This is an optimization exercise on Yosys and OpenROAD, whose aim is small area, a short achievable clock period and few clock cycles per item, not a production implementation.
No functional check of the RTL was part of this run.

==> design.v <==
`default_nettype none
package afu_pkg;
	localparam int XW = 16;
	typedef enum logic [2:0] {
		MODE_SIG      = 3'd0,
		MODE_SIG_DER  = 3'd1,
		MODE_TANH     = 3'd2,
		MODE_TANH_DER = 3'd3,
		MODE_IDENT    = 3'd4,
		MODE_ONE      = 3'd5
	} afu_mode_t;
endpackage
`default_nettype wire
`default_nettype none
import afu_pkg::*;
module afu_index (
	input  wire logic                 use_tanh,
	input  wire logic signed [XW-1:0] x,
	output logic              [8:0]   k
);
	logic [8:0] field;
	assign field = use_tanh ? x[14:6] : {x[15], x[14:7]};
	assign k = (field ^ {9{x[15]}}) + 9'(x[15]);
endmodule
`default_nettype wire
`default_nettype none
module afu_rom (
	input  wire logic [8:0]  k,
	output logic      [12:0] d
);
	always_comb begin
		case (k)
			9'd0: d = 13'h0000;
			9'd1: d = 13'h0080;
			9'd2: d = 13'h0100;
			9'd3: d = 13'h0180;
			9'd4: d = 13'h0200;
			9'd5: d = 13'h027f;
			9'd6: d = 13'h02fe;
			9'd7: d = 13'h037c;
			9'd8: d = 13'h03fb;
			9'd9: d = 13'h0478;
			9'd10: d = 13'h04f6;
			9'd11: d = 13'h0573;
			9'd12: d = 13'h05ef;
			9'd13: d = 13'h066a;
			9'd14: d = 13'h06e4;
			9'd15: d = 13'h075e;
			9'd16: d = 13'h07d7;
			9'd17: d = 13'h084f;
			9'd18: d = 13'h08c6;
			9'd19: d = 13'h093b;
			9'd20: d = 13'h09b0;
			9'd21: d = 13'h0a24;
			9'd22: d = 13'h0a97;
			9'd23: d = 13'h0b08;
			9'd24: d = 13'h0b78;
			9'd25: d = 13'h0be7;
			9'd26: d = 13'h0c54;
			9'd27: d = 13'h0cc0;
			9'd28: d = 13'h0d2c;
			9'd29: d = 13'h0d96;
			9'd30: d = 13'h0dfe;
			9'd31: d = 13'h0e64;
			9'd32: d = 13'h0eca;
			9'd33: d = 13'h0f2e;
			9'd34: d = 13'h0f90;
			9'd35: d = 13'h0ff2;
			9'd36: d = 13'h1050;
			9'd37: d = 13'h10af;
			9'd38: d = 13'h110b;
			9'd39: d = 13'h1166;
			9'd40: d = 13'h11c0;
			9'd41: d = 13'h1218;
			9'd42: d = 13'h126e;
			9'd43: d = 13'h12c3;
			9'd44: d = 13'h1316;
			9'd45: d = 13'h1368;
			9'd46: d = 13'h13b8;
			9'd47: d = 13'h1407;
			9'd48: d = 13'h1454;
			9'd49: d = 13'h149f;
			9'd50: d = 13'h14e8;
			9'd51: d = 13'h1532;
			9'd52: d = 13'h1578;
			9'd53: d = 13'h15bf;
			9'd54: d = 13'h1603;
			9'd55: d = 13'h1646;
			9'd56: d = 13'h1687;
			9'd57: d = 13'h16c7;
			9'd58: d = 13'h1704;
			9'd59: d = 13'h1742;
			9'd60: d = 13'h177e;
			9'd61: d = 13'h17b8;
			9'd62: d = 13'h17f0;
			9'd63: d = 13'h1828;
			9'd64: d = 13'h185f;
			9'd65: d = 13'h1894;
			9'd66: d = 13'h18c8;
			9'd67: d = 13'h18fb;
			9'd68: d = 13'h192c;
			9'd69: d = 13'h195c;
			9'd70: d = 13'h198c;
			9'd71: d = 13'h19ba;
			9'd72: d = 13'h19e6;
			9'd73: d = 13'h1a12;
			9'd74: d = 13'h1a3c;
			9'd75: d = 13'h1a66;
			9'd76: d = 13'h1a8e;
			9'd77: d = 13'h1ab6;
			9'd78: d = 13'h1adc;
			9'd79: d = 13'h1b00;
			9'd80: d = 13'h1b26;
			9'd81: d = 13'h1b48;
			9'd82: d = 13'h1b6c;
			9'd83: d = 13'h1b8c;
			9'd84: d = 13'h1bae;
			9'd85: d = 13'h1bce;
			9'd86: d = 13'h1bec;
			9'd87: d = 13'h1c0b;
			9'd88: d = 13'h1c28;
			9'd89: d = 13'h1c44;
			9'd90: d = 13'h1c60;
			9'd91: d = 13'h1c7b;
			9'd92: d = 13'h1c96;
			9'd93: d = 13'h1caf;
			9'd94: d = 13'h1cc8;
			9'd95: d = 13'h1ce0;
			9'd96: d = 13'h1cf7;
			9'd97: d = 13'h1d0e;
			9'd98: d = 13'h1d24;
			9'd99: d = 13'h1d3a;
			9'd100: d = 13'h1d4f;
			9'd101: d = 13'h1d63;
			9'd102: d = 13'h1d77;
			9'd103: d = 13'h1d8a;
			9'd104: d = 13'h1d9c;
			9'd105: d = 13'h1daf;
			9'd106: d = 13'h1dc0;
			9'd107: d = 13'h1dd2;
			9'd108: d = 13'h1de2;
			9'd109: d = 13'h1df3;
			9'd110: d = 13'h1e02;
			9'd111: d = 13'h1e10;
			9'd112: d = 13'h1e20;
			9'd113: d = 13'h1e2f;
			9'd114: d = 13'h1e3c;
			9'd115: d = 13'h1e4a;
			9'd116: d = 13'h1e57;
			9'd117: d = 13'h1e64;
			9'd118: d = 13'h1e70;
			9'd119: d = 13'h1e7c;
			9'd120: d = 13'h1e88;
			9'd121: d = 13'h1e93;
			9'd122: d = 13'h1e9e;
			9'd123: d = 13'h1ea8;
			9'd124: d = 13'h1eb3;
			9'd125: d = 13'h1ebc;
			9'd126: d = 13'h1ec7;
			9'd127: d = 13'h1ed0;
			9'd128: d = 13'h1eda;
			9'd129: d = 13'h1ee3;
			9'd130: d = 13'h1eeb;
			9'd131: d = 13'h1ef4;
			9'd132: d = 13'h1efc;
			9'd133: d = 13'h1f04;
			9'd134: d = 13'h1f0b;
			9'd135: d = 13'h1f13;
			9'd136: d = 13'h1f1a;
			9'd137: d = 13'h1f20;
			9'd138: d = 13'h1f28;
			9'd139: d = 13'h1f2e;
			9'd140: d = 13'h1f34;
			9'd141: d = 13'h1f3b;
			9'd142: d = 13'h1f40;
			9'd143: d = 13'h1f47;
			9'd144: d = 13'h1f4c;
			9'd145: d = 13'h1f52;
			9'd146: d = 13'h1f57;
			9'd147: d = 13'h1f5c;
			9'd148: d = 13'h1f60;
			9'd149: d = 13'h1f66;
			9'd150: d = 13'h1f6b;
			9'd151: d = 13'h1f70;
			9'd152: d = 13'h1f74;
			9'd153: d = 13'h1f78;
			9'd154: d = 13'h1f7c;
			9'd155: d = 13'h1f80;
			9'd156: d = 13'h1f84;
			9'd157: d = 13'h1f88;
			9'd158: d = 13'h1f8c;
			9'd159: d = 13'h1f8f;
			9'd160: d = 13'h1f93;
			9'd161: d = 13'h1f96;
			9'd162: d = 13'h1f98;
			9'd163: d = 13'h1f9c;
			9'd164: d = 13'h1fa0;
			9'd165: d = 13'h1fa3;
			9'd166: d = 13'h1fa4;
			9'd167: d = 13'h1fa8;
			9'd168: d = 13'h1fab;
			9'd169: d = 13'h1fae;
			9'd170: d = 13'h1fb0;
			9'd171: d = 13'h1fb3;
			9'd172: d = 13'h1fb4;
			9'd173: d = 13'h1fb7;
			9'd174: d = 13'h1fba;
			9'd175: d = 13'h1fbc;
			9'd176: d = 13'h1fbe;
			9'd177: d = 13'h1fc0;
			9'd178: d = 13'h1fc2;
			9'd179: d = 13'h1fc4;
			9'd180: d = 13'h1fc6;
			9'd181: d = 13'h1fc7;
			9'd182: d = 13'h1fc8;
			9'd183: d = 13'h1fcb;
			9'd184: d = 13'h1fcc;
			9'd185: d = 13'h1fce;
			9'd186: d = 13'h1fd0;
			9'd187: d = 13'h1fd0;
			9'd188: d = 13'h1fd3;
			9'd189: d = 13'h1fd4;
			9'd190: d = 13'h1fd4;
			9'd191: d = 13'h1fd7;
			9'd192: d = 13'h1fd8;
			9'd193: d = 13'h1fd8;
			9'd194: d = 13'h1fda;
			9'd195: d = 13'h1fdc;
			9'd196: d = 13'h1fdc;
			9'd197: d = 13'h1fde;
			9'd198: d = 13'h1fdf;
			9'd199: d = 13'h1fe0;
			9'd200: d = 13'h1fe0;
			9'd201: d = 13'h1fe2;
			9'd202: d = 13'h1fe3;
			9'd203: d = 13'h1fe4;
			9'd204: d = 13'h1fe4;
			9'd205: d = 13'h1fe4;
			9'd206: d = 13'h1fe6;
			9'd207: d = 13'h1fe7;
			9'd208: d = 13'h1fe8;
			9'd209: d = 13'h1fe8;
			9'd210: d = 13'h1fe8;
			9'd211: d = 13'h1fea;
			9'd212: d = 13'h1feb;
			9'd213: d = 13'h1feb;
			9'd214: d = 13'h1fec;
			9'd215: d = 13'h1fec;
			9'd216: d = 13'h1fec;
			9'd217: d = 13'h1fee;
			9'd218: d = 13'h1fee;
			9'd219: d = 13'h1fef;
			9'd220: d = 13'h1ff0;
			9'd221: d = 13'h1ff0;
			9'd222: d = 13'h1ff0;
			9'd223: d = 13'h1ff0;
			9'd224: d = 13'h1ff2;
			9'd225: d = 13'h1ff2;
			9'd226: d = 13'h1ff2;
			9'd227: d = 13'h1ff3;
			9'd228: d = 13'h1ff3;
			9'd229: d = 13'h1ff4;
			9'd230: d = 13'h1ff4;
			9'd231: d = 13'h1ff4;
			9'd232: d = 13'h1ff4;
			9'd233: d = 13'h1ff4;
			9'd234: d = 13'h1ff6;
			9'd235: d = 13'h1ff6;
			9'd236: d = 13'h1ff6;
			9'd237: d = 13'h1ff7;
			9'd238: d = 13'h1ff7;
			9'd239: d = 13'h1ff7;
			9'd240: d = 13'h1ff7;
			9'd241: d = 13'h1ff8;
			9'd242: d = 13'h1ff8;
			9'd243: d = 13'h1ff8;
			9'd244: d = 13'h1ff8;
			9'd245: d = 13'h1ff8;
			9'd246: d = 13'h1ff8;
			9'd247: d = 13'h1ff8;
			9'd248: d = 13'h1ff8;
			9'd249: d = 13'h1ffa;
			9'd250: d = 13'h1ffa;
			9'd251: d = 13'h1ffa;
			9'd252: d = 13'h1ffa;
			9'd253: d = 13'h1ffa;
			9'd254: d = 13'h1ffb;
			9'd255: d = 13'h1ffb;
			9'd256: d = 13'h1ffb;
			default: d = 13'h0000;
		endcase
	end
endmodule
`default_nettype wire
module afu_der_tree (
	input  wire logic [15:0] x,
	input  wire logic        sd,
	output logic      [27:0] a,
	output logic      [27:0] b
);
	logic        s;
	logic [13:0] w;
	assign s = x[15];
	assign w = x[13:0] ^ {14{s}};
	logic t1;
	logic t2;
	logic t3;
	logic t4;
	logic t5;
	logic t6;
	logic t7;
	logic t8;
	logic t9;
	logic t10;
	logic t11;
	logic t12;
	logic t13;
	logic t14;
	logic t15;
	logic t16;
	logic t17;
	logic t18;
	logic t19;
	logic t20;
	logic t21;
	logic t22;
	logic t23;
	logic t24;
	logic t25;
	logic t26;
	logic t27;
	logic t28;
	logic t29;
	logic t30;
	logic t31;
	logic t32;
	logic t33;
	logic t34;
	logic t35;
	logic t36;
	logic t37;
	logic t38;
	logic t39;
	logic t40;
	logic t41;
	logic t42;
	logic t43;
	logic t44;
	logic t45;
	logic t46;
	logic t47;
	logic t48;
	logic t49;
	logic t50;
	logic t51;
	logic t52;
	logic t53;
	logic t54;
	logic t55;
	logic t56;
	logic t57;
	logic t58;
	logic t59;
	logic t60;
	logic t61;
	logic t62;
	logic t63;
	logic t64;
	logic t65;
	logic t66;
	logic t67;
	logic t68;
	logic t69;
	logic t70;
	logic t71;
	logic t72;
	logic t73;
	logic t74;
	logic t75;
	logic t76;
	logic t77;
	logic t78;
	logic t79;
	logic t80;
	logic t81;
	logic t82;
	logic t83;
	logic t84;
	logic t85;
	logic t86;
	logic t87;
	logic t88;
	logic t89;
	logic t90;
	logic t91;
	logic t92;
	logic t93;
	logic t94;
	logic t95;
	logic t96;
	logic t97;
	logic t98;
	logic t99;
	logic t100;
	logic t101;
	logic t102;
	logic t103;
	logic t104;
	logic t105;
	logic t106;
	logic t107;
	logic t108;
	logic t109;
	logic t110;
	logic t111;
	logic t112;
	logic t113;
	logic t114;
	logic t115;
	logic t116;
	logic t117;
	logic t118;
	logic t119;
	logic t120;
	logic t121;
	logic t122;
	logic t123;
	logic t124;
	logic t125;
	logic t126;
	logic t127;
	logic t128;
	logic t129;
	logic t130;
	logic t131;
	logic t132;
	logic t133;
	logic t134;
	logic t135;
	logic t136;
	logic t137;
	logic t138;
	logic t139;
	logic t140;
	logic t141;
	logic t142;
	logic t143;
	logic t144;
	logic t145;
	logic t146;
	logic t147;
	logic t148;
	logic t149;
	logic t150;
	logic t151;
	logic t152;
	logic t153;
	logic t154;
	logic t155;
	logic t156;
	logic t157;
	logic t158;
	logic t159;
	logic t160;
	logic t161;
	logic t162;
	logic t163;
	logic t164;
	logic t165;
	logic t166;
	logic t167;
	logic t168;
	logic t169;
	logic t170;
	logic t171;
	logic t172;
	logic t173;
	logic t174;
	logic t175;
	logic t176;
	logic t177;
	logic t178;
	logic t179;
	logic t180;
	logic t181;
	logic t182;
	logic t183;
	logic t184;
	logic t185;
	logic t186;
	logic t187;
	logic t188;
	logic t189;
	logic t190;
	logic t191;
	logic t192;
	logic t193;
	logic t194;
	logic t195;
	logic t196;
	logic t197;
	logic t198;
	logic t199;
	logic t200;
	logic t201;
	logic t202;
	logic t203;
	logic t204;
	logic t205;
	logic t206;
	logic t207;
	logic t208;
	logic t209;
	logic t210;
	logic t211;
	logic t212;
	logic t213;
	logic t214;
	logic t215;
	logic t216;
	logic t217;
	logic t218;
	logic t219;
	logic t220;
	logic t221;
	logic t222;
	logic t223;
	logic t224;
	logic t225;
	logic t226;
	logic t227;
	logic t228;
	logic t229;
	logic t230;
	logic t231;
	logic t232;
	logic t233;
	logic t234;
	logic t235;
	logic t236;
	logic t237;
	logic t238;
	assign t1 = (w[0] & w[13]) ^ (w[1] & w[12]) ^ (w[2] & w[11]);
	assign t2 = ((w[0] & w[13]) & (w[1] & w[12])) | ((w[0] & w[13]) & (w[2] & w[11])) | ((w[1] & w[12]) & (w[2] & w[11]));
	assign t3 = (w[0] & w[7]) ^ (w[1] & w[6]);
	assign t4 = (w[0] & w[7]) & (w[1] & w[6]);
	assign t5 = (w[0] & w[8]) ^ (w[1] & w[7]);
	assign t6 = (w[0] & w[8]) & (w[1] & w[7]);
	assign t7 = (w[0] & w[9]) ^ (w[1] & w[8]) ^ (w[2] & w[7]);
	assign t8 = ((w[0] & w[9]) & (w[1] & w[8])) | ((w[0] & w[9]) & (w[2] & w[7])) | ((w[1] & w[8]) & (w[2] & w[7]));
	assign t9 = (w[3] & w[6]) ^ (w[4] & w[5]);
	assign t10 = (w[3] & w[6]) & (w[4] & w[5]);
	assign t11 = (w[0] & w[10]) ^ (w[1] & w[9]) ^ (w[2] & w[8]);
	assign t12 = ((w[0] & w[10]) & (w[1] & w[9])) | ((w[0] & w[10]) & (w[2] & w[8])) | ((w[1] & w[9]) & (w[2] & w[8]));
	assign t13 = (w[3] & w[7]) ^ (w[4] & w[6]);
	assign t14 = (w[3] & w[7]) & (w[4] & w[6]);
	assign t15 = (w[0] & w[11]) ^ (w[1] & w[10]) ^ (w[2] & w[9]);
	assign t16 = ((w[0] & w[11]) & (w[1] & w[10])) | ((w[0] & w[11]) & (w[2] & w[9])) | ((w[1] & w[10]) & (w[2] & w[9]));
	assign t17 = (w[3] & w[8]) ^ (w[4] & w[7]) ^ (w[5] & w[6]);
	assign t18 = ((w[3] & w[8]) & (w[4] & w[7])) | ((w[3] & w[8]) & (w[5] & w[6])) | ((w[4] & w[7]) & (w[5] & w[6]));
	assign t19 = w[6] ^ (s & w[11]);
	assign t20 = w[6] & (s & w[11]);
	assign t21 = (w[0] & w[12]) ^ (w[1] & w[11]) ^ (w[2] & w[10]);
	assign t22 = ((w[0] & w[12]) & (w[1] & w[11])) | ((w[0] & w[12]) & (w[2] & w[10])) | ((w[1] & w[11]) & (w[2] & w[10]));
	assign t23 = (w[3] & w[9]) ^ (w[4] & w[8]) ^ (w[5] & w[7]);
	assign t24 = ((w[3] & w[9]) & (w[4] & w[8])) | ((w[3] & w[9]) & (w[5] & w[7])) | ((w[4] & w[8]) & (w[5] & w[7]));
	assign t25 = (s & w[12]) ^ (sd & ~x[1]) ^ ~sd;
	assign t26 = ((s & w[12]) & (sd & ~x[1])) | ((s & w[12]) & ~sd) | ((sd & ~x[1]) & ~sd);
	assign t27 = t1 ^ (w[3] & w[10]) ^ (w[4] & w[9]);
	assign t28 = (t1 & (w[3] & w[10])) | (t1 & (w[4] & w[9])) | ((w[3] & w[10]) & (w[4] & w[9]));
	assign t29 = (w[5] & w[8]) ^ (w[6] & w[7]) ^ w[7];
	assign t30 = ((w[5] & w[8]) & (w[6] & w[7])) | ((w[5] & w[8]) & w[7]) | ((w[6] & w[7]) & w[7]);
	assign t31 = (s & w[13]) ^ (sd & ~x[2]) ^ ~sd;
	assign t32 = ((s & w[13]) & (sd & ~x[2])) | ((s & w[13]) & ~sd) | ((sd & ~x[2]) & ~sd);
	assign t33 = t2 ^ (w[1] & w[13]) ^ (w[2] & w[12]);
	assign t34 = (t2 & (w[1] & w[13])) | (t2 & (w[2] & w[12])) | ((w[1] & w[13]) & (w[2] & w[12]));
	assign t35 = (w[3] & w[11]) ^ (w[4] & w[10]) ^ (w[5] & w[9]);
	assign t36 = ((w[3] & w[11]) & (w[4] & w[10])) | ((w[3] & w[11]) & (w[5] & w[9])) | ((w[4] & w[10]) & (w[5] & w[9]));
	assign t37 = (w[6] & w[8]) ^ (sd & ~x[3]) ^ ~sd;
	assign t38 = ((w[6] & w[8]) & (sd & ~x[3])) | ((w[6] & w[8]) & ~sd) | ((sd & ~x[3]) & ~sd);
	assign t39 = (w[2] & w[13]) ^ (w[3] & w[12]) ^ (w[4] & w[11]);
	assign t40 = ((w[2] & w[13]) & (w[3] & w[12])) | ((w[2] & w[13]) & (w[4] & w[11])) | ((w[3] & w[12]) & (w[4] & w[11]));
	assign t41 = (w[5] & w[10]) ^ (w[6] & w[9]) ^ (w[7] & w[8]);
	assign t42 = ((w[5] & w[10]) & (w[6] & w[9])) | ((w[5] & w[10]) & (w[7] & w[8])) | ((w[6] & w[9]) & (w[7] & w[8]));
	assign t43 = w[8] ^ (sd & ~x[4]) ^ ~sd;
	assign t44 = (w[8] & (sd & ~x[4])) | (w[8] & ~sd) | ((sd & ~x[4]) & ~sd);
	assign t45 = (w[3] & w[13]) ^ (w[4] & w[12]) ^ (w[5] & w[11]);
	assign t46 = ((w[3] & w[13]) & (w[4] & w[12])) | ((w[3] & w[13]) & (w[5] & w[11])) | ((w[4] & w[12]) & (w[5] & w[11]));
	assign t47 = (w[6] & w[10]) ^ (w[7] & w[9]) ^ (sd & ~x[5]);
	assign t48 = ((w[6] & w[10]) & (w[7] & w[9])) | ((w[6] & w[10]) & (sd & ~x[5])) | ((w[7] & w[9]) & (sd & ~x[5]));
	assign t49 = (w[4] & w[13]) ^ (w[5] & w[12]) ^ (w[6] & w[11]);
	assign t50 = ((w[4] & w[13]) & (w[5] & w[12])) | ((w[4] & w[13]) & (w[6] & w[11])) | ((w[5] & w[12]) & (w[6] & w[11]));
	assign t51 = (w[7] & w[10]) ^ (w[8] & w[9]) ^ w[9];
	assign t52 = ((w[7] & w[10]) & (w[8] & w[9])) | ((w[7] & w[10]) & w[9]) | ((w[8] & w[9]) & w[9]);
	assign t53 = (w[5] & w[13]) ^ (w[6] & w[12]) ^ (w[7] & w[11]);
	assign t54 = ((w[5] & w[13]) & (w[6] & w[12])) | ((w[5] & w[13]) & (w[7] & w[11])) | ((w[6] & w[12]) & (w[7] & w[11]));
	assign t55 = (w[6] & w[13]) ^ (w[7] & w[12]) ^ (w[8] & w[11]);
	assign t56 = ((w[6] & w[13]) & (w[7] & w[12])) | ((w[6] & w[13]) & (w[8] & w[11])) | ((w[7] & w[12]) & (w[8] & w[11]));
	assign t57 = (w[0] & w[3]) ^ (w[1] & w[2]);
	assign t58 = (w[0] & w[3]) & (w[1] & w[2]);
	assign t59 = (w[0] & w[4]) ^ (w[1] & w[3]);
	assign t60 = (w[0] & w[4]) & (w[1] & w[3]);
	assign t61 = (w[0] & w[5]) ^ (w[1] & w[4]) ^ (w[2] & w[3]);
	assign t62 = ((w[0] & w[5]) & (w[1] & w[4])) | ((w[0] & w[5]) & (w[2] & w[3])) | ((w[1] & w[4]) & (w[2] & w[3]));
	assign t63 = w[3] ^ (s & w[5]);
	assign t64 = w[3] & (s & w[5]);
	assign t65 = (w[0] & w[6]) ^ (w[1] & w[5]) ^ (w[2] & w[4]);
	assign t66 = ((w[0] & w[6]) & (w[1] & w[5])) | ((w[0] & w[6]) & (w[2] & w[4])) | ((w[1] & w[5]) & (w[2] & w[4]));
	assign t67 = (s & w[6]) ^ 1'b1;
	assign t68 = (s & w[6]) & 1'b1;
	assign t69 = t3 ^ (w[2] & w[5]) ^ (w[3] & w[4]);
	assign t70 = (t3 & (w[2] & w[5])) | (t3 & (w[3] & w[4])) | ((w[2] & w[5]) & (w[3] & w[4]));
	assign t71 = w[4] ^ (s & w[7]) ^ 1'b1;
	assign t72 = (w[4] & (s & w[7])) | (w[4] & 1'b1) | ((s & w[7]) & 1'b1);
	assign t73 = t4 ^ t5 ^ (w[2] & w[6]);
	assign t74 = (t4 & t5) | (t4 & (w[2] & w[6])) | (t5 & (w[2] & w[6]));
	assign t75 = (w[3] & w[5]) ^ (s & w[8]) ^ 1'b1;
	assign t76 = ((w[3] & w[5]) & (s & w[8])) | ((w[3] & w[5]) & 1'b1) | ((s & w[8]) & 1'b1);
	assign t77 = t6 ^ t7 ^ t9;
	assign t78 = (t6 & t7) | (t6 & t9) | (t7 & t9);
	assign t79 = w[5] ^ (s & w[9]) ^ 1'b1;
	assign t80 = (w[5] & (s & w[9])) | (w[5] & 1'b1) | ((s & w[9]) & 1'b1);
	assign t81 = t8 ^ t10 ^ t11;
	assign t82 = (t8 & t10) | (t8 & t11) | (t10 & t11);
	assign t83 = t13 ^ (s & w[10]) ^ 1'b1;
	assign t84 = (t13 & (s & w[10])) | (t13 & 1'b1) | ((s & w[10]) & 1'b1);
	assign t85 = t12 ^ t14 ^ t15;
	assign t86 = (t12 & t14) | (t12 & t15) | (t14 & t15);
	assign t87 = t17 ^ t19 ^ (sd & ~x[0]);
	assign t88 = (t17 & t19) | (t17 & (sd & ~x[0])) | (t19 & (sd & ~x[0]));
	assign t89 = t16 ^ t18 ^ t20;
	assign t90 = (t16 & t18) | (t16 & t20) | (t18 & t20);
	assign t91 = t21 ^ t23 ^ t25;
	assign t92 = (t21 & t23) | (t21 & t25) | (t23 & t25);
	assign t93 = t22 ^ t24 ^ t26;
	assign t94 = (t22 & t24) | (t22 & t26) | (t24 & t26);
	assign t95 = t27 ^ t29 ^ t31;
	assign t96 = (t27 & t29) | (t27 & t31) | (t29 & t31);
	assign t97 = t28 ^ t30 ^ t32;
	assign t98 = (t28 & t30) | (t28 & t32) | (t30 & t32);
	assign t99 = t33 ^ t35 ^ t37;
	assign t100 = (t33 & t35) | (t33 & t37) | (t35 & t37);
	assign t101 = t34 ^ t36 ^ t38;
	assign t102 = (t34 & t36) | (t34 & t38) | (t36 & t38);
	assign t103 = t39 ^ t41 ^ t43;
	assign t104 = (t39 & t41) | (t39 & t43) | (t41 & t43);
	assign t105 = t40 ^ t42 ^ t44;
	assign t106 = (t40 & t42) | (t40 & t44) | (t42 & t44);
	assign t107 = t45 ^ t47 ^ ~sd;
	assign t108 = (t45 & t47) | (t45 & ~sd) | (t47 & ~sd);
	assign t109 = t46 ^ t48 ^ t49;
	assign t110 = (t46 & t48) | (t46 & t49) | (t48 & t49);
	assign t111 = t51 ^ (sd & ~x[6]) ^ ~sd;
	assign t112 = (t51 & (sd & ~x[6])) | (t51 & ~sd) | ((sd & ~x[6]) & ~sd);
	assign t113 = t50 ^ t52 ^ t53;
	assign t114 = (t50 & t52) | (t50 & t53) | (t52 & t53);
	assign t115 = (w[8] & w[10]) ^ (sd & ~x[7]) ^ ~sd;
	assign t116 = ((w[8] & w[10]) & (sd & ~x[7])) | ((w[8] & w[10]) & ~sd) | ((sd & ~x[7]) & ~sd);
	assign t117 = t54 ^ t55 ^ (w[9] & w[10]);
	assign t118 = (t54 & t55) | (t54 & (w[9] & w[10])) | (t55 & (w[9] & w[10]));
	assign t119 = w[10] ^ (sd & ~x[8]) ^ ~sd;
	assign t120 = (w[10] & (sd & ~x[8])) | (w[10] & ~sd) | ((sd & ~x[8]) & ~sd);
	assign t121 = t56 ^ (w[7] & w[13]) ^ (w[8] & w[12]);
	assign t122 = (t56 & (w[7] & w[13])) | (t56 & (w[8] & w[12])) | ((w[7] & w[13]) & (w[8] & w[12]));
	assign t123 = (w[9] & w[11]) ^ (sd & ~x[9]) ^ ~sd;
	assign t124 = ((w[9] & w[11]) & (sd & ~x[9])) | ((w[9] & w[11]) & ~sd) | ((sd & ~x[9]) & ~sd);
	assign t125 = (w[8] & w[13]) ^ (w[9] & w[12]) ^ (w[10] & w[11]);
	assign t126 = ((w[8] & w[13]) & (w[9] & w[12])) | ((w[8] & w[13]) & (w[10] & w[11])) | ((w[9] & w[12]) & (w[10] & w[11]));
	assign t127 = w[11] ^ (sd & ~x[10]) ^ ~sd;
	assign t128 = (w[11] & (sd & ~x[10])) | (w[11] & ~sd) | ((sd & ~x[10]) & ~sd);
	assign t129 = (w[9] & w[13]) ^ (w[10] & w[12]) ^ (sd & ~x[11]);
	assign t130 = ((w[9] & w[13]) & (w[10] & w[12])) | ((w[9] & w[13]) & (sd & ~x[11])) | ((w[10] & w[12]) & (sd & ~x[11]));
	assign t131 = (w[10] & w[13]) ^ (w[11] & w[12]);
	assign t132 = (w[10] & w[13]) & (w[11] & w[12]);
	assign t133 = (w[0] & w[1]) ^ w[1];
	assign t134 = (w[0] & w[1]) & w[1];
	assign t135 = (w[0] & w[2]) ^ (s & w[2]);
	assign t136 = (w[0] & w[2]) & (s & w[2]);
	assign t137 = t57 ^ w[2] ^ (s & w[3]);
	assign t138 = (t57 & w[2]) | (t57 & (s & w[3])) | (w[2] & (s & w[3]));
	assign t139 = t58 ^ t59 ^ (s & w[4]);
	assign t140 = (t58 & t59) | (t58 & (s & w[4])) | (t59 & (s & w[4]));
	assign t141 = t60 ^ t61 ^ t63;
	assign t142 = (t60 & t61) | (t60 & t63) | (t61 & t63);
	assign t143 = t62 ^ t64 ^ t65;
	assign t144 = (t62 & t64) | (t62 & t65) | (t64 & t65);
	assign t145 = t66 ^ t68 ^ t69;
	assign t146 = (t66 & t68) | (t66 & t69) | (t68 & t69);
	assign t147 = t70 ^ t72 ^ t73;
	assign t148 = (t70 & t72) | (t70 & t73) | (t72 & t73);
	assign t149 = t74 ^ t76 ^ t77;
	assign t150 = (t74 & t76) | (t74 & t77) | (t76 & t77);
	assign t151 = t78 ^ t80 ^ t81;
	assign t152 = (t78 & t80) | (t78 & t81) | (t80 & t81);
	assign t153 = t82 ^ t84 ^ t85;
	assign t154 = (t82 & t84) | (t82 & t85) | (t84 & t85);
	assign t155 = t86 ^ t88 ^ t89;
	assign t156 = (t86 & t88) | (t86 & t89) | (t88 & t89);
	assign t157 = t90 ^ t92 ^ t93;
	assign t158 = (t90 & t92) | (t90 & t93) | (t92 & t93);
	assign t159 = t94 ^ t96 ^ t97;
	assign t160 = (t94 & t96) | (t94 & t97) | (t96 & t97);
	assign t161 = t98 ^ t100 ^ t101;
	assign t162 = (t98 & t100) | (t98 & t101) | (t100 & t101);
	assign t163 = t102 ^ t104 ^ t105;
	assign t164 = (t102 & t104) | (t102 & t105) | (t104 & t105);
	assign t165 = t106 ^ t108 ^ t109;
	assign t166 = (t106 & t108) | (t106 & t109) | (t108 & t109);
	assign t167 = t110 ^ t112 ^ t113;
	assign t168 = (t110 & t112) | (t110 & t113) | (t112 & t113);
	assign t169 = t114 ^ t116 ^ t117;
	assign t170 = (t114 & t116) | (t114 & t117) | (t116 & t117);
	assign t171 = t118 ^ t120 ^ t121;
	assign t172 = (t118 & t120) | (t118 & t121) | (t120 & t121);
	assign t173 = t122 ^ t124 ^ t125;
	assign t174 = (t122 & t124) | (t122 & t125) | (t124 & t125);
	assign t175 = t126 ^ t128 ^ t129;
	assign t176 = (t126 & t128) | (t126 & t129) | (t128 & t129);
	assign t177 = t130 ^ t131 ^ w[12];
	assign t178 = (t130 & t131) | (t130 & w[12]) | (t131 & w[12]);
	assign t179 = t132 ^ (w[11] & w[13]) ^ (sd & ~x[13]);
	assign t180 = (t132 & (w[11] & w[13])) | (t132 & (sd & ~x[13])) | ((w[11] & w[13]) & (sd & ~x[13]));
	assign t181 = (w[12] & w[13]) ^ w[13] ^ (sd & ~x[14]);
	assign t182 = ((w[12] & w[13]) & w[13]) | ((w[12] & w[13]) & (sd & ~x[14])) | (w[13] & (sd & ~x[14]));
	assign t183 = w[0] ^ s;
	assign t184 = w[0] & s;
	assign t185 = (s & w[0]) ^ 1'b1;
	assign t186 = (s & w[0]) & 1'b1;
	assign t187 = t133 ^ (s & w[1]) ^ 1'b1;
	assign t188 = (t133 & (s & w[1])) | (t133 & 1'b1) | ((s & w[1]) & 1'b1);
	assign t189 = t134 ^ t135 ^ 1'b1;
	assign t190 = (t134 & t135) | (t134 & 1'b1) | (t135 & 1'b1);
	assign t191 = t136 ^ t137 ^ 1'b1;
	assign t192 = (t136 & t137) | (t136 & 1'b1) | (t137 & 1'b1);
	assign t193 = t138 ^ t139 ^ 1'b1;
	assign t194 = (t138 & t139) | (t138 & 1'b1) | (t139 & 1'b1);
	assign t195 = t140 ^ t141 ^ 1'b1;
	assign t196 = (t140 & t141) | (t140 & 1'b1) | (t141 & 1'b1);
	assign t197 = t142 ^ t143 ^ t67;
	assign t198 = (t142 & t143) | (t142 & t67) | (t143 & t67);
	assign t199 = t144 ^ t145 ^ t71;
	assign t200 = (t144 & t145) | (t144 & t71) | (t145 & t71);
	assign t201 = t146 ^ t147 ^ t75;
	assign t202 = (t146 & t147) | (t146 & t75) | (t147 & t75);
	assign t203 = t148 ^ t149 ^ t79;
	assign t204 = (t148 & t149) | (t148 & t79) | (t149 & t79);
	assign t205 = t150 ^ t151 ^ t83;
	assign t206 = (t150 & t151) | (t150 & t83) | (t151 & t83);
	assign t207 = t152 ^ t153 ^ t87;
	assign t208 = (t152 & t153) | (t152 & t87) | (t153 & t87);
	assign t209 = t154 ^ t155 ^ t91;
	assign t210 = (t154 & t155) | (t154 & t91) | (t155 & t91);
	assign t211 = t156 ^ t157 ^ t95;
	assign t212 = (t156 & t157) | (t156 & t95) | (t157 & t95);
	assign t213 = t158 ^ t159 ^ t99;
	assign t214 = (t158 & t159) | (t158 & t99) | (t159 & t99);
	assign t215 = t160 ^ t161 ^ t103;
	assign t216 = (t160 & t161) | (t160 & t103) | (t161 & t103);
	assign t217 = t162 ^ t163 ^ t107;
	assign t218 = (t162 & t163) | (t162 & t107) | (t163 & t107);
	assign t219 = t164 ^ t165 ^ t111;
	assign t220 = (t164 & t165) | (t164 & t111) | (t165 & t111);
	assign t221 = t166 ^ t167 ^ t115;
	assign t222 = (t166 & t167) | (t166 & t115) | (t167 & t115);
	assign t223 = t168 ^ t169 ^ t119;
	assign t224 = (t168 & t169) | (t168 & t119) | (t169 & t119);
	assign t225 = t170 ^ t171 ^ t123;
	assign t226 = (t170 & t171) | (t170 & t123) | (t171 & t123);
	assign t227 = t172 ^ t173 ^ t127;
	assign t228 = (t172 & t173) | (t172 & t127) | (t173 & t127);
	assign t229 = t174 ^ t175 ^ ~sd;
	assign t230 = (t174 & t175) | (t174 & ~sd) | (t175 & ~sd);
	assign t231 = t176 ^ t177 ^ (sd & ~x[12]);
	assign t232 = (t176 & t177) | (t176 & (sd & ~x[12])) | (t177 & (sd & ~x[12]));
	assign t233 = t178 ^ t179 ^ ~sd;
	assign t234 = (t178 & t179) | (t178 & ~sd) | (t179 & ~sd);
	assign t235 = t180 ^ t181 ^ ~sd;
	assign t236 = (t180 & t181) | (t180 & ~sd) | (t181 & ~sd);
	assign t237 = t182 ^ (sd & ~x[15]) ^ ~sd;
	assign t238 = (t182 & (sd & ~x[15])) | (t182 & ~sd) | ((sd & ~x[15]) & ~sd);
	assign a = {t236, t234, t232, t230, t228, t226, t224, t222, t220, t218, t216, t214, t212, t210, t208, t206, t204, t202, t200, t198, t196, t194, t192, t190, t188, t186, t184, t183};
	assign b = {t237, t235, t233, t231, t229, t227, t225, t223, t221, t219, t217, t215, t213, t211, t209, t207, t205, t203, t201, t199, t197, t195, t193, t191, t189, t187, t185, ~sd};
endmodule
`default_nettype wire
`default_nettype none
import afu_pkg::*;
module activation_function_unit (
	input  wire logic                 clk,
	input  wire logic                 arst_n,
	input  wire logic                 item_valid,
	output logic                      item_stall,
	input  wire logic signed [XW-1:0] x_in,
	input  wire logic                 last_in,
	output logic                      result_valid,
	input  wire logic                 result_stall,
	output logic signed [XW-1:0]      y_out,
	output logic                      last_out,
	input  wire logic                 cfg_valid,
	output logic                      cfg_ready,
	input  wire logic [2:0]           cfg_data
);
	logic [2:0]           mode_q;
	logic                 en, ld1, acc;
	logic                 sk_v;
	logic signed [XW-1:0] sk_x;
	logic                 sk_l;
	logic [2:0]           sk_m;
	logic                 v1;
	logic signed [XW-1:0] x1;
	logic                 l1;
	logic [2:0]           m1;
	logic                 ov;
	logic signed [XW-1:0] y_q;
	logic                 l_q;
	logic                 neg;
	logic [8:0]           k;
	logic [12:0]          tab;
	logic [10:0]          pp;
	logic [15:0]          sig_y;
	logic [12:0]          tanh_m;
	logic [15:0]          tanh_y;
	logic                 sd;
	logic [27:0]          kk, rr, ta, tb;
	logic                 sat;
	logic [15:0]          der_y;
	logic signed [XW-1:0] y_nxt;
	assign en = !(ov && result_stall);
	assign ld1 = en || !v1;
	assign acc = item_valid && !sk_v;
	assign item_stall = sk_v;
	assign cfg_ready = 1'b1;
	assign result_valid = ov;
	assign y_out = y_q;
	assign last_out = l_q;
	assign neg = x1[15];
	afu_index u_index (
		.use_tanh(m1 == MODE_TANH),
		.x       (x1),
		.k       (k)
	);
	afu_rom u_rom (
		.k(k),
		.d(tab)
	);
	always_comb begin
		pp = tab[12:2];
		sig_y = {4'b0, !neg, (pp ^ {11{neg}}) + 11'(tab[0] ^ neg)};
		tanh_m = {1'b0, tab[12:1]};
		tanh_y = 16'($signed((tanh_m ^ {13{neg}}) + 13'(neg)));
		if (x1[15:14] == 2'b01 && x1[13:0] != 14'd0)
			tanh_y = 16'sd4096;
		else if (x1[15:14] == 2'b10)
			tanh_y = -16'sd4096;
	end
	always_comb begin
		sd = (m1 == MODE_SIG_DER);
		rr = ~ta + ~tb;
		if (sd)
			sat = (x1 >= 16'sd13813) || (x1 <= -16'sd9717);
		else
			sat = (x1 >= 16'sd12289) || (x1 <= -16'sd12289);
		der_y = sat ? 16'h8000 : rr[27:12];
	end
	afu_der_tree u_der (
		.x (x1),
		.sd(m1 == MODE_SIG_DER),
		.a (ta),
		.b (tb)
	);
	always_comb begin
		case (m1)
			MODE_SIG:                    y_nxt = sig_y;
			MODE_SIG_DER, MODE_TANH_DER: y_nxt = der_y;
			MODE_TANH:                   y_nxt = tanh_y;
			MODE_IDENT:                  y_nxt = x1;
			MODE_ONE:                    y_nxt = 16'sd4096;
			default:                     y_nxt = '0;
		endcase
	end
	always_ff @(posedge clk or negedge arst_n) begin
		if (!arst_n) begin
			mode_q <= 3'(MODE_SIG);
			sk_v <= 1'b0;
			v1 <= 1'b0;
			ov <= 1'b0;
		end else begin
			if (cfg_valid)
				mode_q <= cfg_data;
			if (ld1) begin
				v1 <= sk_v || acc;
				sk_v <= 1'b0;
			end else if (acc) begin
				sk_v <= 1'b1;
			end
			if (en)
				ov <= v1;
		end
	end
	always_ff @(posedge clk) begin
		if (!sk_v) begin
			sk_x <= x_in;
			sk_l <= last_in;
			sk_m <= mode_q;
		end
		if (ld1) begin
			x1 <= sk_v ? sk_x : x_in;
			l1 <= sk_v ? sk_l : last_in;
			m1 <= sk_v ? sk_m : mode_q;
		end
		if (en) begin
			y_q <= y_nxt;
			l_q <= l1;
		end
	end
endmodule
`default_nettype wire
==> run.sh <==
#!/bin/bash
# synth_recipe.tcl (not shown) runs the flow's synth.tcl, then flattens the netlist and writes it again
# the make line also repeats each setting of config.mk as NAME=value (left out here)
make -C /OpenROAD-flow-scripts/flow DESIGN_CONFIG=/design/flow/config.mk WORK_HOME=/design/flow/orfs CLKGATE_MAP_FILE= SYNTH_SCRIPT=/design/flow/synth_recipe.tcl finish
==> config.mk <==
export PLATFORM = sky130hd
export DESIGN_NAME = activation_function_unit
export DESIGN_NICKNAME = activation_function_unit
export VERILOG_FILES = /design/flow/design.v
export SDC_FILE = /design/flow/constraint.sdc
export NUM_CORES = 4
export LEC_CHECK = 0
export CAP_MARGIN = 20
export CORE_MARGIN = 2
export CORE_UTILIZATION = 40
export SLEW_MARGIN = 20
export SYNTH_MEMORY_MAX_BITS = 20000
==> constraint.sdc <==
create_clock -name core_clock -period 12.0 [get_ports {clk}]
set_input_delay 2.4000 -clock core_clock [delete_from_list [all_inputs] [get_ports {clk}]]
set_output_delay 2.4000 -clock core_clock [all_outputs]
set_load 0.01 [all_outputs]
==> flow_summary.ini <==
[status]
status = no timing/DRC/antenna violations

[sta]
post-route-period-util_pct = 63.19
rsz0062_at_grt = no
fmax_mhz = 131.9
hold_viol_final = 0
tns_ns = 0
max_slew_margin_pct = 34.03
fin_worst_skew_ns = 0.009725
setup_violations = 0
setup_slack_ns = 4.418
worst_pin_slew_ns = 0.9859
period_needed_ns = 7.582
slew_violations = 0

[global_routing]
first_global_vias = 10550
track_usage_pct = 25.60
grt_max_degree = 80
antenna_found_initial = 2
grt.overflow.total = 0
grt_pass1_wl_um = 58950

[place]
dp_slack_ns = 4.490
hpwl_um = 27680
port_buffers = 43
gp_congestion = 0.9525

[logic_synthesis]
syn-num-nets = 1590
synth_edf_count = 37
synth_top_family_by_area = adder cells
synth_flop_cell = edfxtp_1
ys_seq_elements = 63
synth_warnings = 2
syn_avg_cell_area_um2 = 8.150
syn_area_mm2 = 0.01134
synth.mux.area_fraction_pct = 4.004
syn_inst = 1392
synth_xor_xnor_area_share_pct = 6.364
synth_cell_types = 110
synth-adder-area-share_pct = 25.17
synth_compound_area_share_pct = 22.39
synthArstFlopShare_pct = 9.524
yosys.area_share.simple_pct = 18.74
ys_seq_area_share_pct = 14.65

[cells_and_area]
final_core_util_pct = 44.07
drive_above_1_share_pct = 9.391
antennaDiodeCount = 0
final_nets = 1556
syn2layout_area_growth_pct = 8.227

[worst_setup_path]
r2r_end = y_q[15]$_DFFE_PN_
critical_path.endpoint_type = flop
worstSetupStartpoint = x1[9]$_DFFE_PN_
startpoint_type = flop
worst-setup-path-type = flop to flop
r2r-start = x1[9]$_DFFE_PN_
ff2ff_setup_slack_ns = 4.42
arrival_ns = 7.67
reg2reg_depth = 24
cp_max_fo = 18
required_ns = 12.09

[cts]
clk_pin_slew_worst_paths_ns = 0.06
cts_root_buf = clkbuf_16
post_cts_resized = 0
cts_hold_buf = 0
cts_tree = yes
htree_levels = 3
post_cts_buffers = 0
clk_latency_ns = 0.34
cts.sinks = 63
cts_buffers = 9
clk_path_buf_depth = 2

[hold_path]
hold_depth = 0
hold_class = flop to flop
holdPathEnd = l_q$_DFFE_PN_
min_from = l1$_DFFE_PN_

[floorplan]
num_rows = 61
die_area_mm2 = 0.02973
die_y_um = 172.4
initial_core_util_pct = 40.72
die_x_um = 172.4
coreArea_mm2 = 0.02786
num_io_pins = 45

[detailed_routing]
drc_errors = 0
wire_per_inst_um = 21.42
ant_nets = 0
first_pass_iters = 7
viasPerCell = 6.169
drt_iter0_drc = 1268
wl_um = 37290
vias = 10740

[flow_run]
maxCapViolCount = 0
[per-layer routing]
metal  part of all wire (%)  wire (um)  global-route usage (%)
met1                     43      16150                   35.03
met2                     43      16130                   38.28
met3                     10       3715                   7.370
met4                    3.4       1261                   9.426
met5                  0.080         30                       0
[state kept, by name (all words and copies together) (netlist names)]
register / cells
x1: 16
l1: 1
m1: 3
sk_x: 16
sk_m: 3
sk_v: 1
mode_q: 3
ov: 1
l_q: 1
v1: 1
y_q: 16
sk_l: 1
[worst max path at each step]
stage | slack [ns] | endpoint
2_1_floorplan | 4.21 | y_q[13]$_DFFE_PN_
3_3_place_gp | 4.58 | y_q[14]$_DFFE_PN_
3_5_place_dp | 4.49 | y_q[15]$_DFFE_PN_
6_report | 4.42 | y_q[15]$_DFFE_PN_
5_1_grt | 3.87 | y_q[15]$_DFFE_PN_
4_1_cts | 4.48 | y_q[15]$_DFFE_PN_
[worst max-delay path, cell delays in order (launching register included)]
cell and delay, ns:
edfxtp_1 0.75, inv_1 0.17, ha_1 0.52, or2_2 0.38
fa_1 0.57, fa_1 0.45, fa_1 0.49, inv_1 0.05
fa_1 0.49, inv_1 0.04, ha_1 0.31, a21o_1 0.17
a21o_1 0.17, a21o_1 0.18, a21oi_1 0.12, o21ai_0 0.28
a221o_1 0.44, a21o_1 0.22, a21o_1 0.20, a21oi_1 0.24
o21ai_0 0.22, a211oi_1 0.32, xnor2_1 0.16, a21oi_1 0.09
a211o_1 0.28
[logic make-up after synthesis]
group           after synthesis
other cells                   1
buf+inv                     244
fa+ha+maj                   173
mux                          40
xor+xnor                     74
simple gates                435
compound gates              362
flops                        63
[layout by cell type, fill, tap and decap left out, types with 9 or more instances in the layout]
cell / Yosys / routed
a211oi_1: 19 / 19
a21o_1: 10 / 10
a21oi_1: 70 / 70
a22oi_1: 10 / 10
a311oi_1: 11 / 11
a31oi_1: 19 / 19
and2_1: 9 / 9
buf_4: 7 / 16
clkbuf_16: 0 / 9
clkdlybuf4s50_1: 0 / 43
dfxtp_1: 20 / 20
edfxtp_1: 37 / 37
fa_1: 92 / 92
ha_1: 81 / 81
inv_1: 136 / 136
mux2_2: 23 / 23
mux2i_1: 15 / 15
nand2_1: 100 / 100
nand2b_1: 13 / 13
nand3_1: 22 / 22
nand4_1: 12 / 12
nor2_1: 145 / 145
nor3_1: 37 / 37
o211ai_1: 25 / 25
o21ai_0: 69 / 69
o221ai_1: 12 / 12
o22ai_1: 16 / 16
or2_2: 33 / 33
xnor2_1: 45 / 43
xor2_1: 23 / 22
[synthesized netlist by cell type (20+ instances only)]
cell type | count | area [um2]
edfxtp_1 | 37 | 1111
a21oi_1 | 70 | 350.3
ha_1 | 81 | 1013
nor2_1 | 145 | 544.3
xor2_1 | 23 | 201.4
or2_2 | 33 | 206.5
xnor2_1 | 45 | 394.1
nor3_1 | 37 | 185.2
nand3_1 | 22 | 110.1
dfxtp_1 | 20 | 400.4
clkbuf_1 | 62 | 232.7
inv_1 | 136 | 510.5
o21ai_0 | 69 | 345.3
buf_2 | 26 | 130.1
nand2_1 | 100 | 375.4
mux2_2 | 23 | 259.0
o211ai_1 | 25 | 187.7
fa_1 | 92 | 1842
[area by class of cell]
type / count / area [um2]
clock buffers: 9 / 225.2
clock inverters: 7 / 71.32
fillers: 2798 / 15580
inverters: 139 / 521.8
multi-input cells: 1085 / 8763
flip-flops and latches: 63 / 1662
well taps: 378 / 473.0
repair buffers: 60 / 561.8
[metrics by stage]
| stage | cell area, um2 | cells | hold WS [ns] |
|---|---|---|---|
| floorplan | 11340 | 1392 | 0.4003 |
| global placement | 11970 | 1724 | 0.4071 |
| detailed placement | 11970 | 1724 | 0.4125 |
| CTS | 12270 | 1740 | 0.4237 |
| global route | 12280 | 1741 | 0.4378 |
| finish | 12280 | 1741 | 0.4253 |

re-timing with driven ports:
The flow's constraints put no driver on any port. The routed layout listed below was extracted and timed again, unchanged, in two steps. Step 1 sets driving cells, clkbuf_16 on the clock port and buf_2 on the other inputs (assumed; they add their load-dependent delay and slew). Step 2 moves the port delays by t, midway between the first and last clock arrival at a register: inputs arrive t later, outputs are due t later. That takes back most of the time a late clock gives input paths. a / b / c = ideal / step 1 / step 2; a / b = the first two.
shift t [ns]: 0.384
setup slack, ns: 4.418 / 4.418 / 4.418
hold slack, ns: 0.425 / 0.425 / 0.425
clock arrival spread, ns: 0.010 / 0.010
slew at the worst register clock pin (ns): 0.06 / 0.06
After both steps this run still meets setup and hold. The setup slack of this run moves by 0.000 ns with the drivers and by 0.000 ns with both steps.
